This design comes from an exercise in tuning for small area, a short achievable clock period and few clock cycles per item on the open sky130 flow, not from production work. Where RTL was checked, it was by simulation tests only, not by an equivalence proof against the original. No activity file was given, so power comes from the tool's default toggle rates.

try-sierra:
==> module mxt_add, before the edit <==
module mxt_add #(
	parameter int N = 48
) (
	input  logic [N-1:0] x,
	input  logic [N-1:0] y,
	input  logic         ci,
	output logic [N-1:0] s
);
	localparam int LV = $clog2(N);
	logic [N-1:0] p;
	logic [N-1:0] g_l [0:2*LV];
	logic [N-1:0] p_l [0:2*LV];
	assign p = x ^ y;
	always_comb begin
		g_l[0] = x & y;
		p_l[0] = p;
		g_l[0][0] = (x[0] & y[0]) | (p[0] & ci);
		for (int l = 0; l < LV; l++) begin
			g_l[l+1] = g_l[l];
			p_l[l+1] = p_l[l];
			for (int i = 0; i < N; i++) begin
				if (((i + 1) % (2 << l)) == 0) begin
					g_l[l+1][i] = g_l[l][i] | (p_l[l][i] & g_l[l][i - (1 << l)]);
					p_l[l+1][i] = p_l[l][i] & p_l[l][i - (1 << l)];
				end
			end
		end
		for (int l = LV - 1; l >= 0; l--) begin
			g_l[2*LV-l] = g_l[2*LV-l-1];
			p_l[2*LV-l] = p_l[2*LV-l-1];
			for (int i = 0; i < N; i++) begin
				if (((i + 1) % (2 << l)) == (1 << l) && i >= (2 << l)) begin
					g_l[2*LV-l][i] = g_l[2*LV-l-1][i] | (p_l[2*LV-l-1][i] & g_l[2*LV-l-1][i - (1 << l)]);
					p_l[2*LV-l][i] = p_l[2*LV-l-1][i] & p_l[2*LV-l-1][i - (1 << l)];
				end
			end
		end
	end
	assign s = p ^ {g_l[2*LV][N-2:0], ci};
endmodule
==> flow/config.mk <==
export PLATFORM = sky130hd
export DESIGN_NAME = math_expression_tokenizer
export DESIGN_NICKNAME = math_expression_tokenizer
export VERILOG_FILES = /design/flow/design.v
export SDC_FILE = /design/flow/constraint.sdc
export NUM_CORES = 4
export LEC_CHECK = 0
export CAP_MARGIN = 20
export CORE_MARGIN = 2
export CORE_UTILIZATION = 40
export CTS_BUF_LIST = sky130_fd_sc_hd__clkbuf_4 sky130_fd_sc_hd__clkbuf_8
export CTS_CLUSTER_SIZE = 30
export SETUP_SLACK_MARGIN = 2.0
export SLEW_MARGIN = 20
==> flow/constraint.sdc <==
create_clock -name core_clock -period 5.3 [get_ports {clk}]
set_input_delay 1.0600 -clock core_clock [delete_from_list [all_inputs] [get_ports {clk}]]
set_output_delay 1.0600 -clock core_clock [all_outputs]
set_load 0.01 [all_outputs]
run.sh (not shown) runs the stock make flow with config.mk's settings and CLKGATE_MAP_FILE= SYNTH_SCRIPT=/design/flow/synth_recipe.tcl, a recipe that flattens the netlist after the stock synthesis.
try-sierra went all the way through the flow, and no timing, DRC or antenna check failed.
The following lists how try-amber was set up differently from try-sierra:
--- a/flow/design.v
+++ b/flow/design.v
@@ -265,11 +265,11 @@
 	input  logic [N-1:0] x,
 	input  logic [N-1:0] y,
 	input  logic         ci,
 	output logic [N-1:0] s
 );
-	localparam int LV = $clog2(N);
+	localparam int LV = 6;   
 	logic [N-1:0] p;
 	logic [N-1:0] g_l [0:2*LV];
 	logic [N-1:0] p_l [0:2*LV];
 	assign p = x ^ y;
 	always_comb begin
- Gate count after technology mapping: try-sierra vs try-amber identical
- Compared try-amber against try-sierra; clock buffer count in the final layout within noise.
- Re wire length per cell: no difference whatsoever between try-amber and try-sierra.
- Reported for try-amber and try-sierra, post-layout minimum cycle time turned out identical to the last digit.
- Total DRC errors in the routed layout: try-amber vs try-sierra identical
Testbench counts of try-amber, summed over its fixed seeds: cycles 45,710, chars 45,683.
Function not checked in try-sierra: the RTL went through the layout flow alone.

========
math_expression_tokenizer, a different RTL version from the one above (not shown whole).
Size: about 930 cells after synthesis, ~120 flip-flops, ~77 I/O pins.
Settings: LEC_CHECK=0, CAP_MARGIN=20, CORE_MARGIN=2, CORE_UTILIZATION=40, CTS_BUF_LIST=sky130_fd_sc_hd__clkbuf_4 sky130_fd_sc_hd__clkbuf_8, CTS_CLUSTER_SIZE=30, SETUP_SLACK_MARGIN=2.0, SLEW_MARGIN=20; clock period 5.3 ns.
standard.sh (not shown) runs the stock make flow with config.mk's settings and CLKGATE_MAP_FILE= SYNTH_SCRIPT=/design/flow/synth_recipe.tcl, a recipe that flattens the netlist after the stock synthesis.
==> flow/flow/run.sh <==
#!/bin/bash
# the standard layout, with the port buffers made from buf_2 cells instead
# of the delay buffers buffer_ports picks by default; every port still gets
# its own buffer. make's output goes to standard.log, each ORFS step's to
# its own log under orfs/logs.
set -euo pipefail
export BUFFER_PORTS_ARGS="-buffer_cell sky130_fd_sc_hd__buf_2"
bash standard.sh > standard.log 2>&1
Testbench counts at the start, summed over its fixed seeds: cycles 45,710, chars 45,683.
Change:
--- a/flow/design.v
+++ b/flow/design.v
@@ -23,18 +23,19 @@
 	output logic        num_a,
 	output logic [4:0]  kind_a,
 	output logic        push_b,
 	output logic [4:0]  kind_b,
 	output logic [1:0]  status_b,
 	output logic [MANTISSA_BITS-1:0] acc,
 	output logic [3:0]  frac,
 	output logic        sat
 );
+	localparam logic [4:0] KIND_PLUS   = 5'd11;
 	localparam logic [4:0] KIND_END    = 5'd18;
 	localparam logic [1:0] ST_OK      = 2'd0;
 	localparam logic [1:0] ST_SYNTAX  = 2'd1;
 	localparam logic [1:0] ST_KEYWORD = 2'd2;
 	localparam logic [1:0] ST_MIXED   = 2'd3;
 	localparam logic [1:0] VAR_NONE = 2'b11;
 	localparam int LO_BITS = 24;
 	localparam int HI_BITS = MANTISSA_BITS - LO_BITS;
 	localparam logic [1:0] CMP_EQ = 2'd0;
@@ -199,19 +200,19 @@
 			hclr_q <= 1'b0;
 		end else begin
 			hpend_q <= take_acc;
 			hclr_q <= take_acc && start;
 		end
 	end
 	assign acc = {hi_q, lo_q};
 	assign frac = frac_q;
 	assign sat = sat_q;
-	assign depth_step = depth_q + {{(DEPTH_BITS-1){code[0]}}, 1'b1};
+	assign depth_step = depth_q + {{(DEPTH_BITS-1){code[1]}}, 1'b1};
 	always_comb begin
 		m_n = m_q; w_n = w_q;
 		depth_n = depth_q; neg_n = neg_q; var_n = var_q; mixed_n = mixed_q;
 		push_a = 1'b0; kind_a = 5'd0;
 		push_b = 1'b0; kind_b = 5'd0; status_b = ST_OK;
 		fall = 1'b1;
 		if (num) begin
 			if (is_dig) begin
 				fall = 1'b0;
@@ -263,24 +264,24 @@
 				end else if (is_dig) begin
 					m_n = 7'd1 << M_NUMI;
 				end else if (is_mark) begin
 					m_n = 7'd1 << M_MARK;
 				end else if (is_alp) begin
 					m_n = 7'd1 << M_WORD;
 					w_n = word_start(code);
 				end else if (is_op) begin
 					push_b = 1'b1;
-					kind_b = code;
-					if (code == 5'd16) begin
+					kind_b = KIND_PLUS + code;
+					if (code == 5'd5) begin
 						if (&depth_q) neg_n = 1'b1;
 						else depth_n = depth_step;
 					end
-					if (code == 5'd17) begin
+					if (code == 5'd6) begin
 						if (depth_q == '0) neg_n = 1'b1;
 						else depth_n = depth_step;
 					end
 				end else begin
 					m_n = 7'd1 << M_ERRS;
 				end
 			end
 		end
 	end
@@ -460,25 +461,25 @@
 		in_cls = '0;
 		in_code = {1'b0, ch[3], ch[2] | ch[3], ch[1] | ch[3], ch[0]};
 		in_cls[C_DIG] = ch >= "0" && ch <= "9";
 		in_cls[C_ALP] = (ch >= "a" && ch <= "z") || (ch >= "A" && ch <= "Z");
 		in_cls[C_SP] = ch == " " || (ch >= 8'd9 && ch <= 8'd13);
 		in_cls[C_ZERO] = ch == 8'd0;
 		in_cls[C_MARK] = mark_q ? (ch == ",") : (ch == ".");
 		if (in_cls[C_ALP]) in_code = ch[5] ? ch[4:0] : 5'd0;
 		case (ch)
-			"+": begin in_cls[C_OP] = 1'b1; in_code = 5'd11; end
-			"-": begin in_cls[C_OP] = 1'b1; in_code = 5'd12; end
-			"*": begin in_cls[C_OP] = 1'b1; in_code = 5'd13; end
-			"/": begin in_cls[C_OP] = 1'b1; in_code = 5'd14; end
-			"^": begin in_cls[C_OP] = 1'b1; in_code = 5'd15; end
-			"(": begin in_cls[C_OP] = 1'b1; in_code = 5'd16; end
-			")": begin in_cls[C_OP] = 1'b1; in_code = 5'd17; end
+			"+": begin in_cls[C_OP] = 1'b1; in_code = 5'd0; end
+			"-": begin in_cls[C_OP] = 1'b1; in_code = 5'd1; end
+			"*": begin in_cls[C_OP] = 1'b1; in_code = 5'd2; end
+			"/": begin in_cls[C_OP] = 1'b1; in_code = 5'd3; end
+			"^": begin in_cls[C_OP] = 1'b1; in_code = 5'd4; end
+			"(": begin in_cls[C_OP] = 1'b1; in_code = 5'd5; end
+			")": begin in_cls[C_OP] = 1'b1; in_code = 5'd6; end
 			default: ;
 		endcase
 	end
 	always_ff @(posedge clk or negedge arst_n) begin
 		if (!arst_n) mark_q <= 1'b0;
 		else if (cfg_valid) mark_q <= cfg_comma_decimal_mark;
 	end
 	always_ff @(posedge clk or negedge arst_n) begin
 		if (!arst_n) r0_v <= 1'b0;
After rerunning: The changed run finished with timing, DRC and antenna clean; design area hardly moves; synthesized area climbs slightly; wire length drops slightly; critical path depth drops by 3; worst setup slack is better by 0.030 ns; die area climbs slightly; sequential share of layout area barely changes; total power drops by about a fifth; non-clock buffer count climbs by 1.
Testbench counts after the change, summed over its fixed seeds: cycles 45,710, chars 45,683.

[separate check: timing with driven ports]
In the flow no input, the clock included, has a driving cell. The finished layouts below were timed again as built, in two steps.
Step 1 assumes that a clkbuf_16 drives the clock port and a buf_2 every other input.
Step 2 moves the port delays by t, midway between the first and last clock arrival at a register: inputs arrive t later, outputs are due t later. That takes back most of the time a late clock gives input paths.
Three values: no drivers, after step 1, after step 2; two values: the first two.
run | t (ns) | setup WS [ns] | hold slack, ns | latest minus earliest clock arrival (ns)
try-sierra | 0.493 | 1.862 / 1.862 / 1.704 | 0.463 / 0.463 / 0.463 | 0.018 / 0.018
try-amber | 0.493 | 1.862 / 1.862 / 1.704 | 0.463 / 0.463 / 0.463 | 0.018 / 0.018
the first run of note 2 | 0.482 | 2.091 / 2.068 / 1.819 | 0.498 / 0.498 / 0.498 | 0.022 / 0.022
the second run of note 2 | 0.475 | 2.121 / 2.097 / 1.778 | 0.497 / 0.497 / 0.497 | 0.016 / 0.016
After both steps every run listed still meets setup and hold. For the second run of note 2, which loses most, drivers alone change the setup slack by -0.024 ns; drivers and shift together by -0.343 ns.
